Context: an optimization exercise on an open-source flow, tuned for small area, a short achievable clock period and few clock cycles per item. The choices shown serve that exercise and are no tape-out recipe. Function was checked by simulation only, so behaviour that the tests miss may differ from the original.

--- flow/design.v ---
package rsti_pkg;
    localparam int MAX_DIGITS = 16;
    localparam int IDX_W      = 4;
    localparam int CNT_W      = 5;
    localparam int VAL_W      = 64;
    localparam int LO_W       = 32;
    localparam int Q_DEPTH    = 2;
    localparam int Q_PTR_W    = 1;
    localparam int Q_CNT_W    = 2;
    localparam logic [7:0] CH_MINUS = 8'h2D;
    localparam logic [7:0] CH_PLUS  = 8'h2B;
    localparam logic [7:0] CH_SPACE = 8'h20;
    localparam logic [7:0] CH_LF    = 8'h0A;
    localparam logic [7:0] CH_TAB   = 8'h09;
    localparam logic [7:0] CH_CR    = 8'h0D;
    localparam logic [7:0] CH_VT    = 8'h0B;
    localparam logic [7:0] CH_FF    = 8'h0C;
    localparam logic [7:0] CH_NUL   = 8'h00;
    localparam logic [1:0] REG_RADIX       = 2'd0;
    localparam logic [1:0] REG_DIGIT_COUNT = 2'd1;
    localparam logic [1:0] REG_DIGITS_LOW  = 2'd2;
    localparam logic [1:0] REG_DIGITS_HIGH = 2'd3;
    localparam logic [4:0]  RST_RADIX       = 5'd10;
    localparam logic [4:0]  RST_DIGIT_COUNT = 5'd10;
    localparam logic [63:0] RST_DIGITS_LOW  = 64'h3736_3534_3332_3130;
    localparam logic [63:0] RST_DIGITS_HIGH = 64'h0000_0000_0000_3938;
    typedef enum logic [1:0] {
        PH_WS   = 2'd0,
        PH_SIGN = 2'd1,
        PH_DIG  = 2'd2,
        PH_DONE = 2'd3
    } t_phase;
    typedef struct packed {
        logic             first;
        logic             space;
        logic             minus;
        logic             plus;
        logic             hit;
        logic [3:0]       idx;
    } t_tok;
    function automatic logic [7:0] booth(input logic [4:0] r);
        logic one0, two0, neg0, one1, two1, neg1, one2, two2;
        one0 = r[0];
        two0 = r[1] && !r[0];
        neg0 = r[1];
        one1 = r[1] ^ r[2];
        two1 = (r[3:1] == 3'b011) || (r[3:1] == 3'b100);
        neg1 = r[3] && !(r[2] && r[1]);
        one2 = r[3] ^ r[4];
        two2 = r[3] && r[4];
        booth = {two2, one2, neg1, two1, one1, neg0, two0, one0};
    endfunction
endpackage
module rsti_front (
    input  logic                        i_clk,
    input  logic                        i_rst_n,
    input  logic                        i_valid,
    output logic                        o_ready,
    input  logic [7:0]                  i_ch,
    input  logic                        i_first,
    input  logic [rsti_pkg::CNT_W-1:0]  i_digit_count,
    input  logic [2*rsti_pkg::VAL_W-1:0] i_alphabet,
    output logic                        o_qvalid,
    output rsti_pkg::t_tok              o_qtok,
    input  logic                        i_qpop
);
    rsti_pkg::t_tok                     w_tok;
    rsti_pkg::t_tok                     r_tok;
    logic                               r_tvalid;
    logic [7:0]                         w_entry;
    logic                               w_big;
    logic                               w_nul;
    always_comb begin
        w_big       = i_digit_count[4];
        w_nul       = (i_ch == rsti_pkg::CH_NUL);
        w_tok.first = i_first;
        w_tok.space = (i_ch == rsti_pkg::CH_SPACE) || (i_ch == rsti_pkg::CH_LF) ||
                      (i_ch == rsti_pkg::CH_TAB) || (i_ch == rsti_pkg::CH_CR) ||
                      (i_ch == rsti_pkg::CH_VT) || (i_ch == rsti_pkg::CH_FF);
        w_tok.minus = (i_ch == rsti_pkg::CH_MINUS);
        w_tok.plus  = (i_ch == rsti_pkg::CH_PLUS);
        w_tok.hit   = 1'b0;
        w_tok.idx   = '0;
        w_entry     = '0;
        for (int k = rsti_pkg::MAX_DIGITS - 1; k >= 0; k--) begin
            w_entry = i_alphabet[8*k +: 8];
            if ((w_big || (4'(k) < i_digit_count[3:0])) && !w_nul && (w_entry == i_ch)) begin
                w_tok.hit = 1'b1;
                w_tok.idx = rsti_pkg::IDX_W'(k);
            end
        end
    end
    assign o_ready  = i_qpop;
    assign o_qvalid = r_tvalid;
    assign o_qtok   = r_tok;
    always_ff @(posedge i_clk) begin
        if (i_qpop) begin
            r_tok <= w_tok;
        end
    end
    always_ff @(posedge i_clk) begin
        if (!i_rst_n) begin
            r_tvalid <= 1'b0;
        end else if (i_qpop) begin
            r_tvalid <= i_valid;
        end
    end
endmodule
module rsti_back (
    input  logic                          i_clk,
    input  logic                          i_rst_n,
    input  logic                          i_qvalid,
    input  rsti_pkg::t_tok                i_qtok,
    output logic                          o_qpop,
    input  logic [7:0]                    i_booth,
    input  logic [4:0]                    i_rm1,
    output logic                          o_valid,
    input  logic                          i_ready,
    output logic signed [rsti_pkg::VAL_W-1:0] o_value
);
    localparam int LO_W = rsti_pkg::LO_W;
    localparam int HI_W = rsti_pkg::VAL_W - LO_W;
    rsti_pkg::t_phase               r_phase;
    rsti_pkg::t_phase               n_phase;
    rsti_pkg::t_phase               w_ph;
    logic                           r_par;
    logic                           n_par;
    logic                           w_par;
    logic [LO_W-1:0]                r_lo;
    logic [HI_W-1:0]                r_hi;
    logic [LO_W-1:0]                w_lo_mac;
    logic                           w_lo_c;
    logic [4:0]                     w_lo_ca;
    logic [4:0]                     w_lo_cb;
    logic [4:0]                     w_carry;
    logic [HI_W-1:0]                w_hi_mac;
    logic [5:0]                     w_f;
    logic [LO_W-1:0]                w_lo_ld;
    logic [HI_W-1:0]                w_hi_ld;
    logic [4:0]                     r_ca;
    logic [4:0]                     r_cb;
    logic                           r_c;
    logic                           r_hmac;
    logic                           r_oval;
    logic                           w_run;
    logic                           w_pop;
    logic                           w_pre;
    logic                           w_emit;
    logic                           w_dig;
    logic                           w_rz;
    logic                           w_mac;
    logic                           w_load;
    logic                           w_lo_load;
    logic                           w_lo_step;
    logic                           w_lo_keep;
    logic                           w_hi_step;
    logic                           w_hi_keep;
    logic [LO_W-1:0]                w_lo_next;
    logic [HI_W-1:0]                w_hi_next;
    assign w_run   = !r_oval || i_ready;
    assign w_pop   = i_qvalid && w_run;
    assign o_qpop  = w_run;
    assign o_valid = r_oval;
    assign o_value = {r_hi, r_lo} ^ {rsti_pkg::VAL_W{r_par}};
    always_comb begin
        w_ph   = i_qtok.first ? rsti_pkg::PH_WS : r_phase;
        w_par  = i_qtok.first ? 1'b0 : r_par;
        w_pre  = (w_ph == rsti_pkg::PH_WS) || (w_ph == rsti_pkg::PH_SIGN);
        w_emit = 1'b0;
        w_dig  = 1'b0;
        n_phase = w_ph;
        n_par   = w_par;
        if (w_ph == rsti_pkg::PH_DONE) begin
            n_phase = rsti_pkg::PH_DONE;
        end else if ((w_ph == rsti_pkg::PH_WS) && i_qtok.space) begin
            n_phase = rsti_pkg::PH_WS;
        end else if (w_pre && i_qtok.minus) begin
            n_phase = rsti_pkg::PH_SIGN;
            n_par   = ~w_par;
        end else if (w_pre && i_qtok.plus) begin
            n_phase = rsti_pkg::PH_SIGN;
        end else if (i_qtok.hit) begin
            w_dig   = 1'b1;
            n_phase = rsti_pkg::PH_DIG;
        end else begin
            w_emit  = 1'b1;
            n_phase = rsti_pkg::PH_DONE;
        end
    end
    always_comb begin
        w_rz    = !(i_booth[0] || i_booth[1] || i_booth[3] || i_booth[4] ||
                    i_booth[6] || i_booth[7]);
        w_mac   = w_dig && !i_qtok.first && !w_rz;
        w_load  = i_qtok.first || (w_pre && i_qtok.minus) || (w_dig && w_rz);
        w_f     = 6'(i_qtok.idx) + (r_par ? 6'(i_rm1) : 6'd0);
        if (w_dig) begin
            w_lo_ld = w_par ? {{(LO_W-4){i_qtok.idx == '0}}, i_qtok.idx - 4'd1}
                            : LO_W'(i_qtok.idx);
            w_hi_ld = {HI_W{w_par && (i_qtok.idx == '0)}};
        end else begin
            w_lo_ld = {LO_W{n_par}};
            w_hi_ld = {HI_W{n_par}};
        end
    end
    rsti_mac_lo u_mac_lo (
        .i_v (r_lo),
        .i_b (i_booth),
        .i_f (w_f),
        .o_y (w_lo_mac),
        .o_c (w_lo_c),
        .o_ca (w_lo_ca),
        .o_cb (w_lo_cb)
    );
    assign w_carry = r_ca + r_cb + 5'(r_c);
    rsti_mac_hi u_mac_hi (
        .i_v (r_hi),
        .i_b (i_booth),
        .i_c (w_carry),
        .o_y (w_hi_mac)
    );
    always_comb begin
        w_lo_load = w_pop && w_load;
        w_lo_step = w_pop && w_mac;
        w_lo_keep = !(w_lo_load || w_lo_step);
        w_hi_step = r_hmac && !w_lo_load;
        w_hi_keep = !(w_lo_load || w_hi_step);
        w_lo_next = ({LO_W{w_lo_load}} & w_lo_ld) | ({LO_W{w_lo_step}} & w_lo_mac) |
                    ({LO_W{w_lo_keep}} & r_lo);
        w_hi_next = ({HI_W{w_lo_load}} & w_hi_ld) | ({HI_W{w_hi_step}} & w_hi_mac) |
                    ({HI_W{w_hi_keep}} & r_hi);
    end
    always_ff @(posedge i_clk) begin
        r_lo <= w_lo_next;
        r_hi <= w_hi_next;
        r_ca <= w_lo_ca;
        r_cb <= w_lo_cb;
        r_c  <= w_lo_c;
    end
    always_ff @(posedge i_clk) begin
        if (!i_rst_n) begin
            r_phase <= rsti_pkg::PH_DONE;
            r_par   <= 1'b0;
            r_oval  <= 1'b0;
            r_hmac  <= 1'b0;
        end else begin
            if (w_pop && w_emit) begin
                r_oval <= 1'b1;
            end else if (i_ready) begin
                r_oval <= 1'b0;
            end
            if (w_pop) begin
                r_phase <= n_phase;
                r_par   <= n_par;
            end
            r_hmac <= w_pop && w_mac;
        end
    end
endmodule
module rsti_mac_lo (
    input  logic [31:0] i_v,
    input  logic [7:0] i_b,
    input  logic [5:0] i_f,
    output logic [31:0] o_y,
    output logic o_c,
    output logic [4:0] o_ca,
    output logic [4:0] o_cb
);
    logic t0;
    logic t1;
    logic t2;
    logic t3;
    logic t4;
    logic t5;
    logic t6;
    logic t7;
    logic t8;
    logic t9;
    logic t10;
    logic t11;
    logic t12;
    logic t13;
    logic t14;
    logic t15;
    logic t16;
    logic t17;
    logic t18;
    logic t19;
    logic t20;
    logic t21;
    logic t22;
    logic t23;
    logic t24;
    logic t25;
    logic t26;
    logic t27;
    logic t28;
    logic t29;
    logic t30;
    logic t31;
    logic t32;
    logic t33;
    logic t34;
    logic t35;
    logic t36;
    logic t37;
    logic t38;
    logic t39;
    logic t40;
    logic t41;
    logic t42;
    logic t43;
    logic t44;
    logic t45;
    logic t46;
    logic t47;
    logic t48;
    logic t49;
    logic t50;
    logic t51;
    logic t52;
    logic t53;
    logic t54;
    logic t55;
    logic t56;
    logic t57;
    logic t58;
    logic t59;
    logic t60;
    logic t61;
    logic t62;
    logic t63;
    logic t64;
    logic t65;
    logic t66;
    logic t67;
    logic t68;
    logic t69;
    logic t70;
    logic t71;
    logic t72;
    logic t73;
    logic t74;
    logic t75;
    logic t76;
    logic t77;
    logic t78;
    logic t79;
    logic t80;
    logic t81;
    logic t82;
    logic t83;
    logic t84;
    logic t85;
    logic t86;
    logic t87;
    logic t88;
    logic t89;
    logic t90;
    logic t91;
    logic t92;
    logic t93;
    logic t94;
    logic t95;
    logic t96;
    logic t97;
    logic t98;
    logic t99;
    logic t100;
    logic t101;
    logic t102;
    logic t103;
    logic t104;
    logic t105;
    logic t106;
    logic t107;
    logic t108;
    logic t109;
    logic t110;
    logic t111;
    logic t112;
    logic t113;
    logic t114;
    logic t115;
    logic t116;
    logic t117;
    logic t118;
    logic t119;
    logic t120;
    logic t121;
    logic t122;
    logic t123;
    logic t124;
    logic t125;
    logic t126;
    logic t127;
    logic t128;
    logic t129;
    logic t130;
    logic t131;
    logic t132;
    logic t133;
    logic t134;
    logic t135;
    logic t136;
    logic t137;
    logic t138;
    logic t139;
    logic t140;
    logic t141;
    logic t142;
    logic t143;
    logic t144;
    logic t145;
    logic t146;
    logic t147;
    logic t148;
    logic t149;
    logic t150;
    logic t151;
    logic t152;
    logic t153;
    logic t154;
    logic t155;
    logic t156;
    logic t157;
    logic t158;
    logic t159;
    logic t160;
    logic t161;
    logic t162;
    logic t163;
    logic t164;
    logic t165;
    logic t166;
    logic t167;
    logic t168;
    logic t169;
    logic t170;
    logic t171;
    logic t172;
    logic t173;
    logic t174;
    logic t175;
    logic t176;
    logic t177;
    logic t178;
    logic t179;
    logic t180;
    logic t181;
    logic t182;
    logic t183;
    logic t184;
    logic t185;
    logic t186;
    logic t187;
    logic t188;
    logic t189;
    logic t190;
    logic t191;
    logic t192;
    logic t193;
    logic t194;
    logic t195;
    logic t196;
    logic t197;
    logic t198;
    logic t199;
    logic t200;
    logic t201;
    logic t202;
    logic t203;
    logic t204;
    logic t205;
    logic t206;
    logic t207;
    logic t208;
    logic t209;
    logic t210;
    logic t211;
    logic t212;
    logic t213;
    logic t214;
    logic t215;
    logic t216;
    logic t217;
    logic t218;
    logic t219;
    logic t220;
    logic t221;
    logic t222;
    logic t223;
    logic t224;
    logic t225;
    logic t226;
    logic t227;
    logic t228;
    logic t229;
    logic t230;
    logic t231;
    logic t232;
    logic t233;
    logic t234;
    logic t235;
    logic t236;
    logic t237;
    logic t238;
    logic t239;
    logic t240;
    logic t241;
    logic t242;
    assign t0 = ((i_b[0] & i_v[0])) ^ i_b[2];
    assign t1 = ((i_b[0] & i_v[1]) | (i_b[1] & i_v[0])) ^ i_b[2];
    assign t2 = ((i_b[0] & i_v[2]) | (i_b[1] & i_v[1])) ^ i_b[2];
    assign t3 = ((i_b[0] & i_v[3]) | (i_b[1] & i_v[2])) ^ i_b[2];
    assign t4 = ((i_b[0] & i_v[4]) | (i_b[1] & i_v[3])) ^ i_b[2];
    assign t5 = ((i_b[0] & i_v[5]) | (i_b[1] & i_v[4])) ^ i_b[2];
    assign t6 = ((i_b[0] & i_v[6]) | (i_b[1] & i_v[5])) ^ i_b[2];
    assign t7 = ((i_b[0] & i_v[7]) | (i_b[1] & i_v[6])) ^ i_b[2];
    assign t8 = ((i_b[0] & i_v[8]) | (i_b[1] & i_v[7])) ^ i_b[2];
    assign t9 = ((i_b[0] & i_v[9]) | (i_b[1] & i_v[8])) ^ i_b[2];
    assign t10 = ((i_b[0] & i_v[10]) | (i_b[1] & i_v[9])) ^ i_b[2];
    assign t11 = ((i_b[0] & i_v[11]) | (i_b[1] & i_v[10])) ^ i_b[2];
    assign t12 = ((i_b[0] & i_v[12]) | (i_b[1] & i_v[11])) ^ i_b[2];
    assign t13 = ((i_b[0] & i_v[13]) | (i_b[1] & i_v[12])) ^ i_b[2];
    assign t14 = ((i_b[0] & i_v[14]) | (i_b[1] & i_v[13])) ^ i_b[2];
    assign t15 = ((i_b[0] & i_v[15]) | (i_b[1] & i_v[14])) ^ i_b[2];
    assign t16 = ((i_b[0] & i_v[16]) | (i_b[1] & i_v[15])) ^ i_b[2];
    assign t17 = ((i_b[0] & i_v[17]) | (i_b[1] & i_v[16])) ^ i_b[2];
    assign t18 = ((i_b[0] & i_v[18]) | (i_b[1] & i_v[17])) ^ i_b[2];
    assign t19 = ((i_b[0] & i_v[19]) | (i_b[1] & i_v[18])) ^ i_b[2];
    assign t20 = ((i_b[0] & i_v[20]) | (i_b[1] & i_v[19])) ^ i_b[2];
    assign t21 = ((i_b[0] & i_v[21]) | (i_b[1] & i_v[20])) ^ i_b[2];
    assign t22 = ((i_b[0] & i_v[22]) | (i_b[1] & i_v[21])) ^ i_b[2];
    assign t23 = ((i_b[0] & i_v[23]) | (i_b[1] & i_v[22])) ^ i_b[2];
    assign t24 = ((i_b[0] & i_v[24]) | (i_b[1] & i_v[23])) ^ i_b[2];
    assign t25 = ((i_b[0] & i_v[25]) | (i_b[1] & i_v[24])) ^ i_b[2];
    assign t26 = ((i_b[0] & i_v[26]) | (i_b[1] & i_v[25])) ^ i_b[2];
    assign t27 = ((i_b[0] & i_v[27]) | (i_b[1] & i_v[26])) ^ i_b[2];
    assign t28 = ((i_b[0] & i_v[28]) | (i_b[1] & i_v[27])) ^ i_b[2];
    assign t29 = ((i_b[0] & i_v[29]) | (i_b[1] & i_v[28])) ^ i_b[2];
    assign t30 = ((i_b[0] & i_v[30]) | (i_b[1] & i_v[29])) ^ i_b[2];
    assign t31 = ((i_b[0] & i_v[31]) | (i_b[1] & i_v[30])) ^ i_b[2];
    assign t32 = ((i_b[1] & i_v[31])) ^ i_b[2];
    assign t33 = ((i_b[3] & i_v[0])) ^ i_b[5];
    assign t34 = ((i_b[3] & i_v[1]) | (i_b[4] & i_v[0])) ^ i_b[5];
    assign t35 = ((i_b[3] & i_v[2]) | (i_b[4] & i_v[1])) ^ i_b[5];
    assign t36 = ((i_b[3] & i_v[3]) | (i_b[4] & i_v[2])) ^ i_b[5];
    assign t37 = ((i_b[3] & i_v[4]) | (i_b[4] & i_v[3])) ^ i_b[5];
    assign t38 = ((i_b[3] & i_v[5]) | (i_b[4] & i_v[4])) ^ i_b[5];
    assign t39 = ((i_b[3] & i_v[6]) | (i_b[4] & i_v[5])) ^ i_b[5];
    assign t40 = ((i_b[3] & i_v[7]) | (i_b[4] & i_v[6])) ^ i_b[5];
    assign t41 = ((i_b[3] & i_v[8]) | (i_b[4] & i_v[7])) ^ i_b[5];
    assign t42 = ((i_b[3] & i_v[9]) | (i_b[4] & i_v[8])) ^ i_b[5];
    assign t43 = ((i_b[3] & i_v[10]) | (i_b[4] & i_v[9])) ^ i_b[5];
    assign t44 = ((i_b[3] & i_v[11]) | (i_b[4] & i_v[10])) ^ i_b[5];
    assign t45 = ((i_b[3] & i_v[12]) | (i_b[4] & i_v[11])) ^ i_b[5];
    assign t46 = ((i_b[3] & i_v[13]) | (i_b[4] & i_v[12])) ^ i_b[5];
    assign t47 = ((i_b[3] & i_v[14]) | (i_b[4] & i_v[13])) ^ i_b[5];
    assign t48 = ((i_b[3] & i_v[15]) | (i_b[4] & i_v[14])) ^ i_b[5];
    assign t49 = ((i_b[3] & i_v[16]) | (i_b[4] & i_v[15])) ^ i_b[5];
    assign t50 = ((i_b[3] & i_v[17]) | (i_b[4] & i_v[16])) ^ i_b[5];
    assign t51 = ((i_b[3] & i_v[18]) | (i_b[4] & i_v[17])) ^ i_b[5];
    assign t52 = ((i_b[3] & i_v[19]) | (i_b[4] & i_v[18])) ^ i_b[5];
    assign t53 = ((i_b[3] & i_v[20]) | (i_b[4] & i_v[19])) ^ i_b[5];
    assign t54 = ((i_b[3] & i_v[21]) | (i_b[4] & i_v[20])) ^ i_b[5];
    assign t55 = ((i_b[3] & i_v[22]) | (i_b[4] & i_v[21])) ^ i_b[5];
    assign t56 = ((i_b[3] & i_v[23]) | (i_b[4] & i_v[22])) ^ i_b[5];
    assign t57 = ((i_b[3] & i_v[24]) | (i_b[4] & i_v[23])) ^ i_b[5];
    assign t58 = ((i_b[3] & i_v[25]) | (i_b[4] & i_v[24])) ^ i_b[5];
    assign t59 = ((i_b[3] & i_v[26]) | (i_b[4] & i_v[25])) ^ i_b[5];
    assign t60 = ((i_b[3] & i_v[27]) | (i_b[4] & i_v[26])) ^ i_b[5];
    assign t61 = ((i_b[3] & i_v[28]) | (i_b[4] & i_v[27])) ^ i_b[5];
    assign t62 = ((i_b[3] & i_v[29]) | (i_b[4] & i_v[28])) ^ i_b[5];
    assign t63 = ((i_b[3] & i_v[30]) | (i_b[4] & i_v[29])) ^ i_b[5];
    assign t64 = ((i_b[3] & i_v[31]) | (i_b[4] & i_v[30])) ^ i_b[5];
    assign t65 = ((i_b[4] & i_v[31])) ^ i_b[5];
    assign t66 = (i_b[6] & i_v[0]);
    assign t67 = (i_b[6] & i_v[1]) | (i_b[7] & i_v[0]);
    assign t68 = (i_b[6] & i_v[2]) | (i_b[7] & i_v[1]);
    assign t69 = (i_b[6] & i_v[3]) | (i_b[7] & i_v[2]);
    assign t70 = (i_b[6] & i_v[4]) | (i_b[7] & i_v[3]);
    assign t71 = (i_b[6] & i_v[5]) | (i_b[7] & i_v[4]);
    assign t72 = (i_b[6] & i_v[6]) | (i_b[7] & i_v[5]);
    assign t73 = (i_b[6] & i_v[7]) | (i_b[7] & i_v[6]);
    assign t74 = (i_b[6] & i_v[8]) | (i_b[7] & i_v[7]);
    assign t75 = (i_b[6] & i_v[9]) | (i_b[7] & i_v[8]);
    assign t76 = (i_b[6] & i_v[10]) | (i_b[7] & i_v[9]);
    assign t77 = (i_b[6] & i_v[11]) | (i_b[7] & i_v[10]);
    assign t78 = (i_b[6] & i_v[12]) | (i_b[7] & i_v[11]);
    assign t79 = (i_b[6] & i_v[13]) | (i_b[7] & i_v[12]);
    assign t80 = (i_b[6] & i_v[14]) | (i_b[7] & i_v[13]);
    assign t81 = (i_b[6] & i_v[15]) | (i_b[7] & i_v[14]);
    assign t82 = (i_b[6] & i_v[16]) | (i_b[7] & i_v[15]);
    assign t83 = (i_b[6] & i_v[17]) | (i_b[7] & i_v[16]);
    assign t84 = (i_b[6] & i_v[18]) | (i_b[7] & i_v[17]);
    assign t85 = (i_b[6] & i_v[19]) | (i_b[7] & i_v[18]);
    assign t86 = (i_b[6] & i_v[20]) | (i_b[7] & i_v[19]);
    assign t87 = (i_b[6] & i_v[21]) | (i_b[7] & i_v[20]);
    assign t88 = (i_b[6] & i_v[22]) | (i_b[7] & i_v[21]);
    assign t89 = (i_b[6] & i_v[23]) | (i_b[7] & i_v[22]);
    assign t90 = (i_b[6] & i_v[24]) | (i_b[7] & i_v[23]);
    assign t91 = (i_b[6] & i_v[25]) | (i_b[7] & i_v[24]);
    assign t92 = (i_b[6] & i_v[26]) | (i_b[7] & i_v[25]);
    assign t93 = (i_b[6] & i_v[27]) | (i_b[7] & i_v[26]);
    assign t94 = (i_b[6] & i_v[28]) | (i_b[7] & i_v[27]);
    assign t95 = (i_b[6] & i_v[29]) | (i_b[7] & i_v[28]);
    assign t96 = (i_b[6] & i_v[30]) | (i_b[7] & i_v[29]);
    assign t97 = (i_b[6] & i_v[31]) | (i_b[7] & i_v[30]);
    assign t98 = (i_b[7] & i_v[31]);
    assign t99 = t2 ^ t33;
    assign t100 = t2 & t33;
    assign t101 = t3 ^ t34;
    assign t102 = t3 & t34;
    assign t103 = t4 ^ t35 ^ t66;
    assign t104 = (t4 & t35) | (t4 & t66) | (t35 & t66);
    assign t105 = t5 ^ t36 ^ t67;
    assign t106 = (t5 & t36) | (t5 & t67) | (t36 & t67);
    assign t107 = t6 ^ t37;
    assign t108 = t6 & t37;
    assign t109 = t7 ^ t38;
    assign t110 = t7 & t38;
    assign t111 = t8 ^ t39;
    assign t112 = t8 & t39;
    assign t113 = t9 ^ t40;
    assign t114 = t9 & t40;
    assign t115 = t10 ^ t41;
    assign t116 = t10 & t41;
    assign t117 = t11 ^ t42;
    assign t118 = t11 & t42;
    assign t119 = t12 ^ t43;
    assign t120 = t12 & t43;
    assign t121 = t13 ^ t44;
    assign t122 = t13 & t44;
    assign t123 = t14 ^ t45;
    assign t124 = t14 & t45;
    assign t125 = t15 ^ t46;
    assign t126 = t15 & t46;
    assign t127 = t16 ^ t47;
    assign t128 = t16 & t47;
    assign t129 = t17 ^ t48;
    assign t130 = t17 & t48;
    assign t131 = t18 ^ t49;
    assign t132 = t18 & t49;
    assign t133 = t19 ^ t50;
    assign t134 = t19 & t50;
    assign t135 = t20 ^ t51;
    assign t136 = t20 & t51;
    assign t137 = t21 ^ t52;
    assign t138 = t21 & t52;
    assign t139 = t22 ^ t53;
    assign t140 = t22 & t53;
    assign t141 = t23 ^ t54;
    assign t142 = t23 & t54;
    assign t143 = t24 ^ t55;
    assign t144 = t24 & t55;
    assign t145 = t25 ^ t56;
    assign t146 = t25 & t56;
    assign t147 = t26 ^ t57;
    assign t148 = t26 & t57;
    assign t149 = t27 ^ t58;
    assign t150 = t27 & t58;
    assign t151 = t28 ^ t59;
    assign t152 = t28 & t59;
    assign t153 = t29 ^ t60;
    assign t154 = t29 & t60;
    assign t155 = t30 ^ t61;
    assign t156 = t30 & t61;
    assign t157 = t31 ^ t62;
    assign t158 = t31 & t62;
    assign t159 = t32 ^ t63;
    assign t160 = t32 & t63;
    assign t161 = i_b[2] ^ t64;
    assign t162 = i_b[2] & t64;
    assign t163 = i_b[2] ^ t65;
    assign t164 = i_b[2] & t65;
    assign t165 = i_b[2] ^ i_b[5];
    assign t166 = i_b[2] & i_b[5];
    assign t167 = i_b[2] ^ i_b[5];
    assign t168 = i_b[2] & i_b[5];
    assign t169 = t0 ^ i_b[2];
    assign t170 = t0 & i_b[2];
    assign t171 = t1 ^ i_f[1];
    assign t172 = t1 & i_f[1];
    assign t173 = t99 ^ i_b[5] ^ i_f[2];
    assign t174 = (t99 & i_b[5]) | (t99 & i_f[2]) | (i_b[5] & i_f[2]);
    assign t175 = t100 ^ t101 ^ i_f[3];
    assign t176 = (t100 & t101) | (t100 & i_f[3]) | (t101 & i_f[3]);
    assign t177 = t102 ^ t103 ^ i_f[4];
    assign t178 = (t102 & t103) | (t102 & i_f[4]) | (t103 & i_f[4]);
    assign t179 = t104 ^ t105 ^ i_f[5];
    assign t180 = (t104 & t105) | (t104 & i_f[5]) | (t105 & i_f[5]);
    assign t181 = t106 ^ t107 ^ t68;
    assign t182 = (t106 & t107) | (t106 & t68) | (t107 & t68);
    assign t183 = t108 ^ t109 ^ t69;
    assign t184 = (t108 & t109) | (t108 & t69) | (t109 & t69);
    assign t185 = t110 ^ t111 ^ t70;
    assign t186 = (t110 & t111) | (t110 & t70) | (t111 & t70);
    assign t187 = t112 ^ t113 ^ t71;
    assign t188 = (t112 & t113) | (t112 & t71) | (t113 & t71);
    assign t189 = t114 ^ t115 ^ t72;
    assign t190 = (t114 & t115) | (t114 & t72) | (t115 & t72);
    assign t191 = t116 ^ t117 ^ t73;
    assign t192 = (t116 & t117) | (t116 & t73) | (t117 & t73);
    assign t193 = t118 ^ t119 ^ t74;
    assign t194 = (t118 & t119) | (t118 & t74) | (t119 & t74);
    assign t195 = t120 ^ t121 ^ t75;
    assign t196 = (t120 & t121) | (t120 & t75) | (t121 & t75);
    assign t197 = t122 ^ t123 ^ t76;
    assign t198 = (t122 & t123) | (t122 & t76) | (t123 & t76);
    assign t199 = t124 ^ t125 ^ t77;
    assign t200 = (t124 & t125) | (t124 & t77) | (t125 & t77);
    assign t201 = t126 ^ t127 ^ t78;
    assign t202 = (t126 & t127) | (t126 & t78) | (t127 & t78);
    assign t203 = t128 ^ t129 ^ t79;
    assign t204 = (t128 & t129) | (t128 & t79) | (t129 & t79);
    assign t205 = t130 ^ t131 ^ t80;
    assign t206 = (t130 & t131) | (t130 & t80) | (t131 & t80);
    assign t207 = t132 ^ t133 ^ t81;
    assign t208 = (t132 & t133) | (t132 & t81) | (t133 & t81);
    assign t209 = t134 ^ t135 ^ t82;
    assign t210 = (t134 & t135) | (t134 & t82) | (t135 & t82);
    assign t211 = t136 ^ t137 ^ t83;
    assign t212 = (t136 & t137) | (t136 & t83) | (t137 & t83);
    assign t213 = t138 ^ t139 ^ t84;
    assign t214 = (t138 & t139) | (t138 & t84) | (t139 & t84);
    assign t215 = t140 ^ t141 ^ t85;
    assign t216 = (t140 & t141) | (t140 & t85) | (t141 & t85);
    assign t217 = t142 ^ t143 ^ t86;
    assign t218 = (t142 & t143) | (t142 & t86) | (t143 & t86);
    assign t219 = t144 ^ t145 ^ t87;
    assign t220 = (t144 & t145) | (t144 & t87) | (t145 & t87);
    assign t221 = t146 ^ t147 ^ t88;
    assign t222 = (t146 & t147) | (t146 & t88) | (t147 & t88);
    assign t223 = t148 ^ t149 ^ t89;
    assign t224 = (t148 & t149) | (t148 & t89) | (t149 & t89);
    assign t225 = t150 ^ t151 ^ t90;
    assign t226 = (t150 & t151) | (t150 & t90) | (t151 & t90);
    assign t227 = t152 ^ t153 ^ t91;
    assign t228 = (t152 & t153) | (t152 & t91) | (t153 & t91);
    assign t229 = t154 ^ t155 ^ t92;
    assign t230 = (t154 & t155) | (t154 & t92) | (t155 & t92);
    assign t231 = t156 ^ t157 ^ t93;
    assign t232 = (t156 & t157) | (t156 & t93) | (t157 & t93);
    assign t233 = t158 ^ t159 ^ t94;
    assign t234 = (t158 & t159) | (t158 & t94) | (t159 & t94);
    assign t235 = t160 ^ t161 ^ t95;
    assign t236 = (t160 & t161) | (t160 & t95) | (t161 & t95);
    assign t237 = t162 ^ t163 ^ t96;
    assign t238 = (t162 & t163) | (t162 & t96) | (t163 & t96);
    assign t239 = t164 ^ t165 ^ t97;
    assign t240 = (t164 & t165) | (t164 & t97) | (t165 & t97);
    assign t241 = t166 ^ t167 ^ t98;
    assign t242 = (t166 & t167) | (t166 & t98) | (t167 & t98);
    assign {o_c, o_y} = {1'b0, t230, t228, t226, t224, t222, t220, t218, t216, t214, t212, t210, t208, t206, t204, t202, t200, t198, t196, t194, t192, t190, t188, t186, t184, t182, t180, t178, t176, t174, t172, t170, t169} + {1'b0, t231, t229, t227, t225, t223, t221, t219, t217, t215, t213, t211, t209, t207, t205, t203, t201, t199, t197, t195, t193, t191, t189, t187, t185, t183, t181, t179, t177, t175, t173, t171, i_f[0]};
    assign o_ca = {t240, t238, t236, t234, t232};
    assign o_cb = {t241, t239, t237, t235, t233};
endmodule
module rsti_mac_hi (
    input  logic [31:0] i_v,
    input  logic [7:0] i_b,
    input  logic [4:0] i_c,
    output logic [31:0] o_y
);
    logic t0;
    logic t1;
    logic t2;
    logic t3;
    logic t4;
    logic t5;
    logic t6;
    logic t7;
    logic t8;
    logic t9;
    logic t10;
    logic t11;
    logic t12;
    logic t13;
    logic t14;
    logic t15;
    logic t16;
    logic t17;
    logic t18;
    logic t19;
    logic t20;
    logic t21;
    logic t22;
    logic t23;
    logic t24;
    logic t25;
    logic t26;
    logic t27;
    logic t28;
    logic t29;
    logic t30;
    logic t31;
    logic t32;
    logic t33;
    logic t34;
    logic t35;
    logic t36;
    logic t37;
    logic t38;
    logic t39;
    logic t40;
    logic t41;
    logic t42;
    logic t43;
    logic t44;
    logic t45;
    logic t46;
    logic t47;
    logic t48;
    logic t49;
    logic t50;
    logic t51;
    logic t52;
    logic t53;
    logic t54;
    logic t55;
    logic t56;
    logic t57;
    logic t58;
    logic t59;
    logic t60;
    logic t61;
    logic t62;
    logic t63;
    logic t64;
    logic t65;
    logic t66;
    logic t67;
    logic t68;
    logic t69;
    logic t70;
    logic t71;
    logic t72;
    logic t73;
    logic t74;
    logic t75;
    logic t76;
    logic t77;
    logic t78;
    logic t79;
    logic t80;
    logic t81;
    logic t82;
    logic t83;
    logic t84;
    logic t85;
    logic t86;
    logic t87;
    logic t88;
    logic t89;
    logic t90;
    logic t91;
    logic t92;
    logic t93;
    logic t94;
    logic t95;
    logic t96;
    logic t97;
    logic t98;
    logic t99;
    logic t100;
    logic t101;
    logic t102;
    logic t103;
    logic t104;
    logic t105;
    logic t106;
    logic t107;
    logic t108;
    logic t109;
    logic t110;
    logic t111;
    logic t112;
    logic t113;
    logic t114;
    logic t115;
    logic t116;
    logic t117;
    logic t118;
    logic t119;
    logic t120;
    logic t121;
    logic t122;
    logic t123;
    logic t124;
    logic t125;
    logic t126;
    logic t127;
    logic t128;
    logic t129;
    logic t130;
    logic t131;
    logic t132;
    logic t133;
    logic t134;
    logic t135;
    logic t136;
    logic t137;
    logic t138;
    logic t139;
    logic t140;
    logic t141;
    logic t142;
    logic t143;
    logic t144;
    logic t145;
    logic t146;
    logic t147;
    logic t148;
    logic t149;
    logic t150;
    logic t151;
    logic t152;
    logic t153;
    logic t154;
    logic t155;
    logic t156;
    logic t157;
    logic t158;
    logic t159;
    logic t160;
    logic t161;
    logic t162;
    logic t163;
    logic t164;
    logic t165;
    logic t166;
    logic t167;
    logic t168;
    logic t169;
    logic t170;
    logic t171;
    logic t172;
    logic t173;
    logic t174;
    logic t175;
    logic t176;
    logic t177;
    logic t178;
    logic t179;
    logic t180;
    logic t181;
    logic t182;
    logic t183;
    logic t184;
    logic t185;
    logic t186;
    logic t187;
    logic t188;
    logic t189;
    logic t190;
    logic t191;
    logic t192;
    logic t193;
    logic t194;
    logic t195;
    logic t196;
    logic t197;
    logic t198;
    logic t199;
    logic t200;
    logic t201;
    logic t202;
    logic t203;
    logic t204;
    logic t205;
    logic t206;
    logic t207;
    logic t208;
    logic t209;
    logic t210;
    logic t211;
    logic t212;
    logic t213;
    assign t0 = ((i_b[0] & i_v[0])) ^ i_b[2];
    assign t1 = ((i_b[0] & i_v[1]) | (i_b[1] & i_v[0])) ^ i_b[2];
    assign t2 = ((i_b[0] & i_v[2]) | (i_b[1] & i_v[1])) ^ i_b[2];
    assign t3 = ((i_b[0] & i_v[3]) | (i_b[1] & i_v[2])) ^ i_b[2];
    assign t4 = ((i_b[0] & i_v[4]) | (i_b[1] & i_v[3])) ^ i_b[2];
    assign t5 = ((i_b[0] & i_v[5]) | (i_b[1] & i_v[4])) ^ i_b[2];
    assign t6 = ((i_b[0] & i_v[6]) | (i_b[1] & i_v[5])) ^ i_b[2];
    assign t7 = ((i_b[0] & i_v[7]) | (i_b[1] & i_v[6])) ^ i_b[2];
    assign t8 = ((i_b[0] & i_v[8]) | (i_b[1] & i_v[7])) ^ i_b[2];
    assign t9 = ((i_b[0] & i_v[9]) | (i_b[1] & i_v[8])) ^ i_b[2];
    assign t10 = ((i_b[0] & i_v[10]) | (i_b[1] & i_v[9])) ^ i_b[2];
    assign t11 = ((i_b[0] & i_v[11]) | (i_b[1] & i_v[10])) ^ i_b[2];
    assign t12 = ((i_b[0] & i_v[12]) | (i_b[1] & i_v[11])) ^ i_b[2];
    assign t13 = ((i_b[0] & i_v[13]) | (i_b[1] & i_v[12])) ^ i_b[2];
    assign t14 = ((i_b[0] & i_v[14]) | (i_b[1] & i_v[13])) ^ i_b[2];
    assign t15 = ((i_b[0] & i_v[15]) | (i_b[1] & i_v[14])) ^ i_b[2];
    assign t16 = ((i_b[0] & i_v[16]) | (i_b[1] & i_v[15])) ^ i_b[2];
    assign t17 = ((i_b[0] & i_v[17]) | (i_b[1] & i_v[16])) ^ i_b[2];
    assign t18 = ((i_b[0] & i_v[18]) | (i_b[1] & i_v[17])) ^ i_b[2];
    assign t19 = ((i_b[0] & i_v[19]) | (i_b[1] & i_v[18])) ^ i_b[2];
    assign t20 = ((i_b[0] & i_v[20]) | (i_b[1] & i_v[19])) ^ i_b[2];
    assign t21 = ((i_b[0] & i_v[21]) | (i_b[1] & i_v[20])) ^ i_b[2];
    assign t22 = ((i_b[0] & i_v[22]) | (i_b[1] & i_v[21])) ^ i_b[2];
    assign t23 = ((i_b[0] & i_v[23]) | (i_b[1] & i_v[22])) ^ i_b[2];
    assign t24 = ((i_b[0] & i_v[24]) | (i_b[1] & i_v[23])) ^ i_b[2];
    assign t25 = ((i_b[0] & i_v[25]) | (i_b[1] & i_v[24])) ^ i_b[2];
    assign t26 = ((i_b[0] & i_v[26]) | (i_b[1] & i_v[25])) ^ i_b[2];
    assign t27 = ((i_b[0] & i_v[27]) | (i_b[1] & i_v[26])) ^ i_b[2];
    assign t28 = ((i_b[0] & i_v[28]) | (i_b[1] & i_v[27])) ^ i_b[2];
    assign t29 = ((i_b[0] & i_v[29]) | (i_b[1] & i_v[28])) ^ i_b[2];
    assign t30 = ((i_b[0] & i_v[30]) | (i_b[1] & i_v[29])) ^ i_b[2];
    assign t31 = ((i_b[0] & i_v[31]) | (i_b[1] & i_v[30])) ^ i_b[2];
    assign t32 = ((i_b[3] & i_v[0])) ^ i_b[5];
    assign t33 = ((i_b[3] & i_v[1]) | (i_b[4] & i_v[0])) ^ i_b[5];
    assign t34 = ((i_b[3] & i_v[2]) | (i_b[4] & i_v[1])) ^ i_b[5];
    assign t35 = ((i_b[3] & i_v[3]) | (i_b[4] & i_v[2])) ^ i_b[5];
    assign t36 = ((i_b[3] & i_v[4]) | (i_b[4] & i_v[3])) ^ i_b[5];
    assign t37 = ((i_b[3] & i_v[5]) | (i_b[4] & i_v[4])) ^ i_b[5];
    assign t38 = ((i_b[3] & i_v[6]) | (i_b[4] & i_v[5])) ^ i_b[5];
    assign t39 = ((i_b[3] & i_v[7]) | (i_b[4] & i_v[6])) ^ i_b[5];
    assign t40 = ((i_b[3] & i_v[8]) | (i_b[4] & i_v[7])) ^ i_b[5];
    assign t41 = ((i_b[3] & i_v[9]) | (i_b[4] & i_v[8])) ^ i_b[5];
    assign t42 = ((i_b[3] & i_v[10]) | (i_b[4] & i_v[9])) ^ i_b[5];
    assign t43 = ((i_b[3] & i_v[11]) | (i_b[4] & i_v[10])) ^ i_b[5];
    assign t44 = ((i_b[3] & i_v[12]) | (i_b[4] & i_v[11])) ^ i_b[5];
    assign t45 = ((i_b[3] & i_v[13]) | (i_b[4] & i_v[12])) ^ i_b[5];
    assign t46 = ((i_b[3] & i_v[14]) | (i_b[4] & i_v[13])) ^ i_b[5];
    assign t47 = ((i_b[3] & i_v[15]) | (i_b[4] & i_v[14])) ^ i_b[5];
    assign t48 = ((i_b[3] & i_v[16]) | (i_b[4] & i_v[15])) ^ i_b[5];
    assign t49 = ((i_b[3] & i_v[17]) | (i_b[4] & i_v[16])) ^ i_b[5];
    assign t50 = ((i_b[3] & i_v[18]) | (i_b[4] & i_v[17])) ^ i_b[5];
    assign t51 = ((i_b[3] & i_v[19]) | (i_b[4] & i_v[18])) ^ i_b[5];
    assign t52 = ((i_b[3] & i_v[20]) | (i_b[4] & i_v[19])) ^ i_b[5];
    assign t53 = ((i_b[3] & i_v[21]) | (i_b[4] & i_v[20])) ^ i_b[5];
    assign t54 = ((i_b[3] & i_v[22]) | (i_b[4] & i_v[21])) ^ i_b[5];
    assign t55 = ((i_b[3] & i_v[23]) | (i_b[4] & i_v[22])) ^ i_b[5];
    assign t56 = ((i_b[3] & i_v[24]) | (i_b[4] & i_v[23])) ^ i_b[5];
    assign t57 = ((i_b[3] & i_v[25]) | (i_b[4] & i_v[24])) ^ i_b[5];
    assign t58 = ((i_b[3] & i_v[26]) | (i_b[4] & i_v[25])) ^ i_b[5];
    assign t59 = ((i_b[3] & i_v[27]) | (i_b[4] & i_v[26])) ^ i_b[5];
    assign t60 = ((i_b[3] & i_v[28]) | (i_b[4] & i_v[27])) ^ i_b[5];
    assign t61 = ((i_b[3] & i_v[29]) | (i_b[4] & i_v[28])) ^ i_b[5];
    assign t62 = (i_b[6] & i_v[0]);
    assign t63 = (i_b[6] & i_v[1]) | (i_b[7] & i_v[0]);
    assign t64 = (i_b[6] & i_v[2]) | (i_b[7] & i_v[1]);
    assign t65 = (i_b[6] & i_v[3]) | (i_b[7] & i_v[2]);
    assign t66 = (i_b[6] & i_v[4]) | (i_b[7] & i_v[3]);
    assign t67 = (i_b[6] & i_v[5]) | (i_b[7] & i_v[4]);
    assign t68 = (i_b[6] & i_v[6]) | (i_b[7] & i_v[5]);
    assign t69 = (i_b[6] & i_v[7]) | (i_b[7] & i_v[6]);
    assign t70 = (i_b[6] & i_v[8]) | (i_b[7] & i_v[7]);
    assign t71 = (i_b[6] & i_v[9]) | (i_b[7] & i_v[8]);
    assign t72 = (i_b[6] & i_v[10]) | (i_b[7] & i_v[9]);
    assign t73 = (i_b[6] & i_v[11]) | (i_b[7] & i_v[10]);
    assign t74 = (i_b[6] & i_v[12]) | (i_b[7] & i_v[11]);
    assign t75 = (i_b[6] & i_v[13]) | (i_b[7] & i_v[12]);
    assign t76 = (i_b[6] & i_v[14]) | (i_b[7] & i_v[13]);
    assign t77 = (i_b[6] & i_v[15]) | (i_b[7] & i_v[14]);
    assign t78 = (i_b[6] & i_v[16]) | (i_b[7] & i_v[15]);
    assign t79 = (i_b[6] & i_v[17]) | (i_b[7] & i_v[16]);
    assign t80 = (i_b[6] & i_v[18]) | (i_b[7] & i_v[17]);
    assign t81 = (i_b[6] & i_v[19]) | (i_b[7] & i_v[18]);
    assign t82 = (i_b[6] & i_v[20]) | (i_b[7] & i_v[19]);
    assign t83 = (i_b[6] & i_v[21]) | (i_b[7] & i_v[20]);
    assign t84 = (i_b[6] & i_v[22]) | (i_b[7] & i_v[21]);
    assign t85 = (i_b[6] & i_v[23]) | (i_b[7] & i_v[22]);
    assign t86 = (i_b[6] & i_v[24]) | (i_b[7] & i_v[23]);
    assign t87 = (i_b[6] & i_v[25]) | (i_b[7] & i_v[24]);
    assign t88 = (i_b[6] & i_v[26]) | (i_b[7] & i_v[25]);
    assign t89 = (i_b[6] & i_v[27]) | (i_b[7] & i_v[26]);
    assign t90 = t2 ^ t32;
    assign t91 = t2 & t32;
    assign t92 = t3 ^ t33;
    assign t93 = t3 & t33;
    assign t94 = t4 ^ t34 ^ t62;
    assign t95 = (t4 & t34) | (t4 & t62) | (t34 & t62);
    assign t96 = t5 ^ t35;
    assign t97 = t5 & t35;
    assign t98 = t6 ^ t36;
    assign t99 = t6 & t36;
    assign t100 = t7 ^ t37;
    assign t101 = t7 & t37;
    assign t102 = t8 ^ t38;
    assign t103 = t8 & t38;
    assign t104 = t9 ^ t39;
    assign t105 = t9 & t39;
    assign t106 = t10 ^ t40;
    assign t107 = t10 & t40;
    assign t108 = t11 ^ t41;
    assign t109 = t11 & t41;
    assign t110 = t12 ^ t42;
    assign t111 = t12 & t42;
    assign t112 = t13 ^ t43;
    assign t113 = t13 & t43;
    assign t114 = t14 ^ t44;
    assign t115 = t14 & t44;
    assign t116 = t15 ^ t45;
    assign t117 = t15 & t45;
    assign t118 = t16 ^ t46;
    assign t119 = t16 & t46;
    assign t120 = t17 ^ t47;
    assign t121 = t17 & t47;
    assign t122 = t18 ^ t48;
    assign t123 = t18 & t48;
    assign t124 = t19 ^ t49;
    assign t125 = t19 & t49;
    assign t126 = t20 ^ t50;
    assign t127 = t20 & t50;
    assign t128 = t21 ^ t51;
    assign t129 = t21 & t51;
    assign t130 = t22 ^ t52;
    assign t131 = t22 & t52;
    assign t132 = t23 ^ t53;
    assign t133 = t23 & t53;
    assign t134 = t24 ^ t54;
    assign t135 = t24 & t54;
    assign t136 = t25 ^ t55;
    assign t137 = t25 & t55;
    assign t138 = t26 ^ t56;
    assign t139 = t26 & t56;
    assign t140 = t27 ^ t57;
    assign t141 = t27 & t57;
    assign t142 = t28 ^ t58;
    assign t143 = t28 & t58;
    assign t144 = t29 ^ t59;
    assign t145 = t29 & t59;
    assign t146 = t30 ^ t60;
    assign t147 = t30 & t60;
    assign t148 = t31 ^ t61;
    assign t149 = t31 & t61;
    assign t150 = t0 ^ i_b[2];
    assign t151 = t0 & i_b[2];
    assign t152 = t1 ^ i_c[1];
    assign t153 = t1 & i_c[1];
    assign t154 = t90 ^ i_b[5] ^ i_c[2];
    assign t155 = (t90 & i_b[5]) | (t90 & i_c[2]) | (i_b[5] & i_c[2]);
    assign t156 = t91 ^ t92 ^ i_c[3];
    assign t157 = (t91 & t92) | (t91 & i_c[3]) | (t92 & i_c[3]);
    assign t158 = t93 ^ t94 ^ i_c[4];
    assign t159 = (t93 & t94) | (t93 & i_c[4]) | (t94 & i_c[4]);
    assign t160 = t95 ^ t96 ^ t63;
    assign t161 = (t95 & t96) | (t95 & t63) | (t96 & t63);
    assign t162 = t97 ^ t98 ^ t64;
    assign t163 = (t97 & t98) | (t97 & t64) | (t98 & t64);
    assign t164 = t99 ^ t100 ^ t65;
    assign t165 = (t99 & t100) | (t99 & t65) | (t100 & t65);
    assign t166 = t101 ^ t102 ^ t66;
    assign t167 = (t101 & t102) | (t101 & t66) | (t102 & t66);
    assign t168 = t103 ^ t104 ^ t67;
    assign t169 = (t103 & t104) | (t103 & t67) | (t104 & t67);
    assign t170 = t105 ^ t106 ^ t68;
    assign t171 = (t105 & t106) | (t105 & t68) | (t106 & t68);
    assign t172 = t107 ^ t108 ^ t69;
    assign t173 = (t107 & t108) | (t107 & t69) | (t108 & t69);
    assign t174 = t109 ^ t110 ^ t70;
    assign t175 = (t109 & t110) | (t109 & t70) | (t110 & t70);
    assign t176 = t111 ^ t112 ^ t71;
    assign t177 = (t111 & t112) | (t111 & t71) | (t112 & t71);
    assign t178 = t113 ^ t114 ^ t72;
    assign t179 = (t113 & t114) | (t113 & t72) | (t114 & t72);
    assign t180 = t115 ^ t116 ^ t73;
    assign t181 = (t115 & t116) | (t115 & t73) | (t116 & t73);
    assign t182 = t117 ^ t118 ^ t74;
    assign t183 = (t117 & t118) | (t117 & t74) | (t118 & t74);
    assign t184 = t119 ^ t120 ^ t75;
    assign t185 = (t119 & t120) | (t119 & t75) | (t120 & t75);
    assign t186 = t121 ^ t122 ^ t76;
    assign t187 = (t121 & t122) | (t121 & t76) | (t122 & t76);
    assign t188 = t123 ^ t124 ^ t77;
    assign t189 = (t123 & t124) | (t123 & t77) | (t124 & t77);
    assign t190 = t125 ^ t126 ^ t78;
    assign t191 = (t125 & t126) | (t125 & t78) | (t126 & t78);
    assign t192 = t127 ^ t128 ^ t79;
    assign t193 = (t127 & t128) | (t127 & t79) | (t128 & t79);
    assign t194 = t129 ^ t130 ^ t80;
    assign t195 = (t129 & t130) | (t129 & t80) | (t130 & t80);
    assign t196 = t131 ^ t132 ^ t81;
    assign t197 = (t131 & t132) | (t131 & t81) | (t132 & t81);
    assign t198 = t133 ^ t134 ^ t82;
    assign t199 = (t133 & t134) | (t133 & t82) | (t134 & t82);
    assign t200 = t135 ^ t136 ^ t83;
    assign t201 = (t135 & t136) | (t135 & t83) | (t136 & t83);
    assign t202 = t137 ^ t138 ^ t84;
    assign t203 = (t137 & t138) | (t137 & t84) | (t138 & t84);
    assign t204 = t139 ^ t140 ^ t85;
    assign t205 = (t139 & t140) | (t139 & t85) | (t140 & t85);
    assign t206 = t141 ^ t142 ^ t86;
    assign t207 = (t141 & t142) | (t141 & t86) | (t142 & t86);
    assign t208 = t143 ^ t144 ^ t87;
    assign t209 = (t143 & t144) | (t143 & t87) | (t144 & t87);
    assign t210 = t145 ^ t146 ^ t88;
    assign t211 = (t145 & t146) | (t145 & t88) | (t146 & t88);
    assign t212 = t147 ^ t148 ^ t89;
    assign t213 = (t147 & t148) | (t147 & t89) | (t148 & t89);
    assign o_y = {t211, t209, t207, t205, t203, t201, t199, t197, t195, t193, t191, t189, t187, t185, t183, t181, t179, t177, t175, t173, t171, t169, t167, t165, t163, t161, t159, t157, t155, t153, t151, t150} + {t212, t210, t208, t206, t204, t202, t200, t198, t196, t194, t192, t190, t188, t186, t184, t182, t180, t178, t176, t174, t172, t170, t168, t166, t164, t162, t160, t158, t156, t154, t152, i_c[0]};
endmodule
module radix_string_to_integer_unit (
    input  logic                              i_clk,
    input  logic                              i_rst_n,
    input  logic                              i_valid,
    output logic                              o_ready,
    input  logic [7:0]                        i_ch,
    input  logic                              i_first,
    output logic                              o_valid,
    input  logic                              i_ready,
    output logic signed [rsti_pkg::VAL_W-1:0] o_value,
    input  logic                              i_cfg_we,
    input  logic [1:0]                        i_cfg_idx,
    input  logic [rsti_pkg::VAL_W-1:0]        i_cfg_data
);
    logic [7:0]                  r_booth;
    logic [4:0]                  r_rm1;
    logic [rsti_pkg::CNT_W-1:0]  r_digit_count;
    logic [rsti_pkg::VAL_W-1:0]  r_digits_low;
    logic [rsti_pkg::VAL_W-1:0]  r_digits_high;
    logic                        w_qvalid;
    rsti_pkg::t_tok              w_qtok;
    logic                        w_qpop;
    always_ff @(posedge i_clk) begin
        if (!i_rst_n) begin
            r_booth       <= rsti_pkg::booth(rsti_pkg::RST_RADIX);
            r_rm1         <= rsti_pkg::RST_RADIX - 5'd1;
            r_digit_count <= rsti_pkg::RST_DIGIT_COUNT;
            r_digits_low  <= rsti_pkg::RST_DIGITS_LOW;
            r_digits_high <= rsti_pkg::RST_DIGITS_HIGH;
        end else if (i_cfg_we) begin
            case (i_cfg_idx)
                rsti_pkg::REG_RADIX: begin
                    r_booth <= rsti_pkg::booth(i_cfg_data[4:0]);
                    r_rm1   <= i_cfg_data[4:0] - 5'd1;
                end
                rsti_pkg::REG_DIGIT_COUNT: r_digit_count <= i_cfg_data[4:0];
                rsti_pkg::REG_DIGITS_LOW:  r_digits_low  <= i_cfg_data;
                rsti_pkg::REG_DIGITS_HIGH: r_digits_high <= i_cfg_data;
                default: begin
                end
            endcase
        end
    end
    rsti_front u_front (
        .i_clk         (i_clk),
        .i_rst_n       (i_rst_n),
        .i_valid       (i_valid),
        .o_ready       (o_ready),
        .i_ch          (i_ch),
        .i_first       (i_first),
        .i_digit_count (r_digit_count),
        .i_alphabet    ({r_digits_high, r_digits_low}),
        .o_qvalid      (w_qvalid),
        .o_qtok        (w_qtok),
        .i_qpop        (w_qpop)
    );
    rsti_back u_back (
        .i_clk    (i_clk),
        .i_rst_n  (i_rst_n),
        .i_qvalid (w_qvalid),
        .i_qtok   (w_qtok),
        .o_qpop   (w_qpop),
        .i_booth  (r_booth),
        .i_rm1    (r_rm1),
        .o_valid  (o_valid),
        .i_ready  (i_ready),
        .o_value  (o_value)
    );
endmodule
--- flow/flow/run.sh ---
#!/bin/bash
# Own flow: the standard layout (standard.sh, unchanged synthesis), with
# two changes: every input and output port still gets its own buffer, but a
# plain sky130_fd_sc_hd__buf_1 rather than the delay cell buffer_ports picks
# by itself; and clock tree synthesis adds no dummy loads. standard.sh's
# output goes to standard.log; each ORFS step keeps its own log under
# orfs/logs/.
set -euo pipefail
bash standard.sh "BUFFER_PORTS_ARGS=-buffer_cell sky130_fd_sc_hd__buf_1" \
  "CTS_ARGS=-sink_clustering_enable -repair_clock_nets -dont_use_dummy_load -sink_clustering_buffer sky130_fd_sc_hd__clkbuf_4" \
  finish > standard.log 2>&1
--- flow/standard.sh ---
#!/bin/bash
# synth_recipe.tcl (not shown) runs the flow's synth.tcl, then flattens the netlist and writes it again
# the make line also repeats each setting of config.mk as NAME=value (left out here)
make -C /OpenROAD-flow-scripts/flow DESIGN_CONFIG=/design/flow/config.mk WORK_HOME=/design/flow/orfs CLKGATE_MAP_FILE= SYNTH_SCRIPT=/design/flow/synth_recipe.tcl "${@:-finish}"
--- flow/config.mk ---
export PLATFORM = sky130hd
export DESIGN_NAME = radix_string_to_integer_unit
export DESIGN_NICKNAME = radix_string_to_integer_unit
export VERILOG_FILES = /design/flow/design.v
export SDC_FILE = /design/flow/constraint.sdc
export NUM_CORES = 4
export LEC_CHECK = 0
export ABC_AREA = 1
export CAP_MARGIN = 20
export CORE_MARGIN = 2
export CORE_UTILIZATION = 55
export PLACE_DENSITY = 0.7
export SETUP_SLACK_MARGIN = 2.5
export SLEW_MARGIN = 20
--- flow/constraint.sdc ---
create_clock -name core_clock -period 6.5 [get_ports {i_clk}]
set_input_delay 1.3000 -clock core_clock [delete_from_list [all_inputs] [get_ports {i_clk}]]
set_output_delay 1.3000 -clock core_clock [all_outputs]
set_load 0.01 [all_outputs]
==> flow_summary.yaml, run 1 <==
global_route:
  grt_pass1_vias: 18206
  overflow: 0
  grt_max_degree: 95
  antenna_found_initial: 2
  grt.total_usage: 0.323
  grt_pass1_wl_um: 94100
setup_path:
  cp-end-kind: "flop"
  critPathLaunchType: "flop"
  cp.required_ns: 6.88
  r2r_slack_ns: 2.64
  cp_max_fo: 48
  critPathKind: "flop to flop"
  arrival_ns: 4.23
timing:
  grt_setup_unrepaired: "true"
  finalCritPeriodShare: 0.594
  slew_violations: 0
  hold_violations: 0
  finalSetupViolations: 0
  post-route-min-period_ns: 3.86
  setup_tns_ns: 0
  slew_headroom: 0.282
  max_freq_mhz: 259
  fin_skew_ns: 0.0431
  tightestPinTransition_ns: 1.07
clocking:
  clk_latency_ns: 0.54
  clock_sinks: 236
  clk_pin_slew_ns: 0.06
  cts_hold_buf: 0
  cts_buffers: 71
  htree_levels: 3
  clk_path_buf_depth: 3
  ctsRootBufferMaster: "clkbuf_16"
  cts_tree: "done"
cells_and_area:
  regArea_um2: 4840
  multi_input_area_um2: 13200
  syn_to_final_growth_pct: 10.9
  drive_gt1_frac: 0.0835
  nFillCells: 3239
  n_antenna_cell: 0
  fin_cells: 3184
  nets: 3020
  finalInstanceArea_um2: 21500
floorplanning:
  core_um2: 34600
  die_y_um: 192
  die_w_um: 192
  io-pin-count: 146
  rows: 68
  initial_core_util: 0.559
  die-area_um2: 36700
logic_synthesis:
  yosysTopAreaCell: "dfxtp_1"
  synth_xor_area_frac: 0.127
  synth.cell_area_um2: 19300
  ys_ff_latch: 236
  synthAdderAreaFrac: 0.163
  synth_cell_types: 58
  synth-async-reset-ratio: 0
  synth-edff-count: 9
  synth_flop_cell: "dfxtp_1"
  synth_compound_area_frac: 0.207
  synth_cells: 2600
  muxShareOfSynthArea: 0
  synth_top_family_by_area: "compound AO/OA/AOI/OAI gates"
  synth_most_common_cell: "nand2_1"
  yosys.area_share.simple: 0.167
  synth-seq-area-share: 0.249
  synth_fp_nets: 2889
  postSynthAreaPerCell_um2: 7.44
  ys_top_cells_by_area: "dfxtp_1, xor2_1, ha_1"
  ys_warn_count: 3
  yosys-top-cells-count: "nand2_1, inv_1, xor2_1, dfxtp_1, a21oi_1"
  synth.top_cell.area_share: 0.235
routing:
  dr.pass1.iters: 5
  ant_nets: 0
  drtIter0Drc: 1465
  drc_errors: 0
  drt-total-wl_um: 59600
  wire_per_inst_um: 18.7
  avgViaCountPerCell: 5.91
  vias: 18831
placed_design:
  dp_hpwl_um: 40400
  routabilityCongestion: 0.976
  place_inst: 3093
  place_area_um2: 20100
  port_buffers: 145
worst_hold_path:
  hold_path.class: "flop to flop"
job:
  maxCapViolations: 0
outcome:
  status: "finished clean"
worst paths after layout:
| check | from | endpoint | depth (start not counted) |
|---|---|---|---|
| min reg2reg | r_rm1[0]$_SDFFE_PN1P_ | r_rm1[0]$_SDFFE_PN1P_ | 1 |
| max reg2reg | r_booth[0]$_SDFFE_PN0P_ | u_back.r_lo[29]$_DFF_P_ | 24 |
| max | r_booth[0]$_SDFFE_PN0P_ | u_back.r_lo[29]$_DFF_P_ | 24 |
| min | r_rm1[0]$_SDFFE_PN1P_ | r_rm1[0]$_SDFFE_PN1P_ | 1 |
cells by family (layout without fill, tap and decap cells):
kind of cell / Yosys count / in the layout
AO/OA/AOI/OAI: 687 / 687
XOR/XNOR: 281 / 281
adder cells (fa/ha/maj): 210 / 210
buffers and inverters: 425 / 554
flip-flops: 236 / 236
AND/OR/NAND/NOR: 761 / 761
area by class of cell:
cell class / count / area share
timing repair inverter: 3 / 0.00111
clock buffer: 71 / 0.0322
timing repair buffer: 188 / 0.0456
sequential: 236 / 0.226
tap: 455 / 0.0265
multi-input combinational: 1939 / 0.615
inverter: 292 / 0.0536
sequential cells by signal (all words and copies together) (netlist names):
register and cells:
r_digits_high 64, r_digits_low 64, u_back.r_hi 32, u_back.r_lo 32, u_front.r_tok 9, r_booth 8, r_digit_count 5, r_rm1 5
u_back.r_ca 5, u_back.r_cb 5, u_back.r_phase 2, u_back.r_c 1, u_back.r_hmac 1, u_back.r_oval 1, u_back.r_par 1, u_front.r_tvalid 1
worst max-delay path, cell delays in order, from the launching register on:
cell	delay [ns]
dfxtp_4	0.41
inv_16	0.11
o22ai_2	0.21
xor2_1	0.21
fa_1	0.48
fa_1	0.53
ha_4	0.31
nand2_1	0.07
inv_1	0.05
nand2_1	0.05
nand2_1	0.07
a21oi_2	0.05
or2_4	0.26
nand2_2	0.08
nand2_1	0.06
nand2_1	0.09
nand2_1	0.06
inv_1	0.09
nor2_4	0.05
o21bai_4	0.16
nand2_2	0.07
nand2_1	0.06
nand2_1	0.04
nand3_1	0.06
nand3_1	0.06
metal layers:
layer | global-route usage | vias to the layer above | wire length (um)
li1 | - | 9101 | -
met1 | 0.390 | 8851 | 24700
met2 | 0.545 | 712 | 28400
met3 | 0.0756 | 163 | 4220
met4 | 0.141 | 4 | 2320
met5 | 0 | - | 28
repair_timing:
action / in CTS / in global routing
gates cloned: 2 / 1
setup endpoints to repair: 55 / 34
resized for setup: 44 / 68
pin swaps: 8 / 18
buffers inserted: 14 / 3
layout by cell type (no fill, tap or decap), drive strengths merged, types with 3 or more instances in the layout:
cell type,n
nand2,395
inv,288
xor2,254
dfxtp,227
a21oi,195
o21ai,195
buf,187
nor2,185
o22ai,180
ha,139
nand3,80
clkbuf,72
fa,70
o211ai,46
nand4,37
nor3,28
xnor2,27
o221ai,21
nor4,19
a31oi,13
or2,11
edfxtp,9
o21a,7
clkinv,7
a21o,5
o21bai,5
a21boi,4
o2111ai,3
o31ai,3
nand3b,3
a2111oi,3
stage by stage:
step           worst slack [ns]  hold slack (ns)   util
6_report                   2.64            0.450  0.619
5_1_grt                    2.41            0.469  0.619
4_1_cts                    2.51            0.454  0.610
2_1_floorplan              2.51            0.427      -
3_5_place_dp               1.63            0.444  0.581
3_3_place_gp               1.71            0.440  0.581
Testbench counts, summed over its fixed seeds: cycles 18,815, items 18,783.
==> run 2, diff against run 1 <==
--- a/flow/config.mk
+++ b/flow/config.mk
@@ -8,7 +8,7 @@
 export ABC_AREA = 1
 export CAP_MARGIN = 20
 export CORE_MARGIN = 2
-export CORE_UTILIZATION = 55
-export PLACE_DENSITY = 0.7
+export CORE_UTILIZATION = 60
+export PLACE_DENSITY = 0.75
 export SETUP_SLACK_MARGIN = 2.5
 export SLEW_MARGIN = 20
==> flow_summary.yaml, run 2 <==
logic_synthesis:
  synth_fp_nets: 2889
  synthAdderAreaFrac: 0.163
  synth.top_cell.area_share: 0.235
  synth_cell_types: 58
  synth_most_common_cell: "nand2_1"
  synth.cell_area_um2: 19300
  ys_ff_latch: 236
  synth-async-reset-ratio: 0
  synth-seq-area-share: 0.249
  ys_warn_count: 3
  postSynthAreaPerCell_um2: 7.44
  yosysTopAreaCell: "dfxtp_1"
  synth_cells: 2600
floorplanning:
  io-pin-count: 146
  rows: 65
  initial_core_util: 0.612
  core_um2: 31600
  die-area_um2: 33700
timing:
  slew_violations: 0
  slew_headroom: 0.275
  layout_setup_ws_ns: 2.49
  setup_tns_ns: 0
  grt_setup_unrepaired: "true"
  tightestPinTransition_ns: 1.08
  max_freq_mhz: 250
setup_path:
  r2r_slack_ns: 2.49
  r2r_cells: 21
  r2r-end: "u_back.r_hi[26]$_DFF_P_"
  cp-end-kind: "flop"
  critPathLaunchType: "flop"
  cp_max_fo: 15
  cp-endpoint: "u_back.r_hi[26]$_DFF_P_"
global_route:
  grt_pass1_vias: 18388
  overflow: 0
  grt_pass1_wl_um: 93200
  grt.total_usage: 0.345
routing:
  drtIter0Drc: 1652
  drc_errors: 0
  dr.pass1.iters: 8
  avgViaCountPerCell: 6.15
  drt-total-wl_um: 61500
  ant_nets: 0
  vias: 19410
cells_and_area:
  final_common_cell: "nand2_1"
  drive_gt1_frac: 0.112
  most-common-layout-cells: "nand2_1, inv_1, xor2_1"
  syn_to_final_growth_pct: 13.1
  nFillCells: 2723
  nets: 3046
  multi_input_area_um2: 13400
  regArea_um2: 4840
job:
  maxCapViolations: 0
clocking:
  clk_latency_ns: 0.54
  clock_sinks: 236
  clk_path_buf_depth: 3
  htree_levels: 3
  cts_hold_buf: 0
  cts_buffers: 70
  cts_tree: "done"
  ctsRootBufferMaster: "clkbuf_16"
  clk_pin_slew_ns: 0.06
outcome:
  status: "finished clean"
placed_design:
  routabilityCongestion: 0.955
  place_ws_ns: 1.73
==> run 2: worst min-delay path by stage <==
stage	from	end	slack [ns]	depth (start not counted)
floorplan	r_rm1[0]$_SDFFE_PN1P_	r_rm1[0]$_SDFFE_PN1P_	0.43	1
global placement	r_rm1[0]$_SDFFE_PN1P_	r_rm1[0]$_SDFFE_PN1P_	0.44	1
detailed placement	r_digits_high[6]$_SDFFE_PN0P_	r_digits_high[6]$_SDFFE_PN0P_	0.46	2
CTS	r_rm1[0]$_SDFFE_PN1P_	r_rm1[0]$_SDFFE_PN1P_	0.46	1
global route	r_rm1[0]$_SDFFE_PN1P_	r_rm1[0]$_SDFFE_PN1P_	0.48	1
finish	r_rm1[0]$_SDFFE_PN1P_	r_rm1[0]$_SDFFE_PN1P_	0.46	1
==> run 2: area by class of cell <==
class                   instances  share of cell area
repair buffers                211              0.0522
clock buffers                  70              0.0312
flip-flops and latches        236               0.221
repair inverters                7             0.00349
well taps                     402              0.0230
multi-input cells            1939               0.614
inverters                     292              0.0548
==> run 2: kinds of logic (layout without fill, tap and decap cells) <==
family / after synthesis / in the layout
AO/OA/AOI/OAI: 687 / 687
XOR/XNOR: 281 / 281
adder cells (fa/ha/maj): 210 / 210
buffers and inverters: 425 / 580
flip-flops: 236 / 236
AND/OR/NAND/NOR: 761 / 761
==> run 2: metal layers <==
layer  vias to the layer above  track usage  routed length [um]
met5                         -            0                   0
li1                       9130            -                   -
met1                      9057        0.432               24900
met4                         0        0.197                3120
met3                       212       0.0642                5420
met2                      1011        0.558               28100
==> run 2: timing repair <==
item / CTS / global route
pin swaps: 4 / 39
gates cloned: 1 / 7
setup buffers: 10 / 31
setup endpoints to repair: 47 / 32
gates resized for setup: 45 / 134
==> run 2: worst max-delay path: stages, from the launching register on <==
cell and delay (ns):
dfxtp_4 0.45, clkinv_16 0.09, buf_4 0.14, buf_4 0.20, o22ai_2 0.16, xor2_1 0.26
ha_1 0.30, fa_1 0.51, ha_4 0.31, nand2_1 0.05, nand2_1 0.08, inv_1 0.05
o211ai_1 0.30, nand2_1 0.15, nand2_4 0.13, a21oi_2 0.06, inv_1 0.10, a21oi_2 0.08
o21ai_2 0.15, a21oi_1 0.08, o21ai_1 0.10, nand3_1 0.09
==> run 2: stage by stage <==
stage,std cells,cell area (um^2),util,hold WS (ns)
2_1_floorplan,2600,19400,-,0.427
3_3_place_gp,3038,20000,0.633,0.437
3_5_place_dp,3038,20000,0.633,0.457
4_1_cts,3119,21000,0.663,0.459
5_1_grt,3157,21900,0.692,0.478
6_report,3157,21900,0.692,0.460

-- afterwards: timing with drivers on the ports --
The results above use ideal ports. As a check the final layouts listed here were re-extracted and re-timed, cells and wires unchanged. Step 1 assumes that a clkbuf_16 drives the clock port and a buf_2 every other input. Step 2 times the ports against the registers' clock, not the clock port: input delays grow and output delays shrink by t, the midpoint of the rising clock arrivals with the driver on. Three values: no drivers, after step 1, after step 2; two values: the first two.
run | t (ns) | setup WS [ns] | clock arrival spread, ns | slew at the worst register clock pin (ns) | worst data-port slew with drivers (ns)
run 1 | 0.573 | 2.642 / 2.642 / 2.259 | 0.045 / 0.045 | 0.07 / 0.07 | 0.07
run 2 | 0.571 | 2.493 / 2.493 / 2.481 | 0.039 / 0.040 | 0.07 / 0.07 | 0.06
After both steps every run listed still meets setup and hold. For run 1, which loses most, drivers alone change the setup slack by 0.000 ns; drivers and shift together by -0.383 ns.
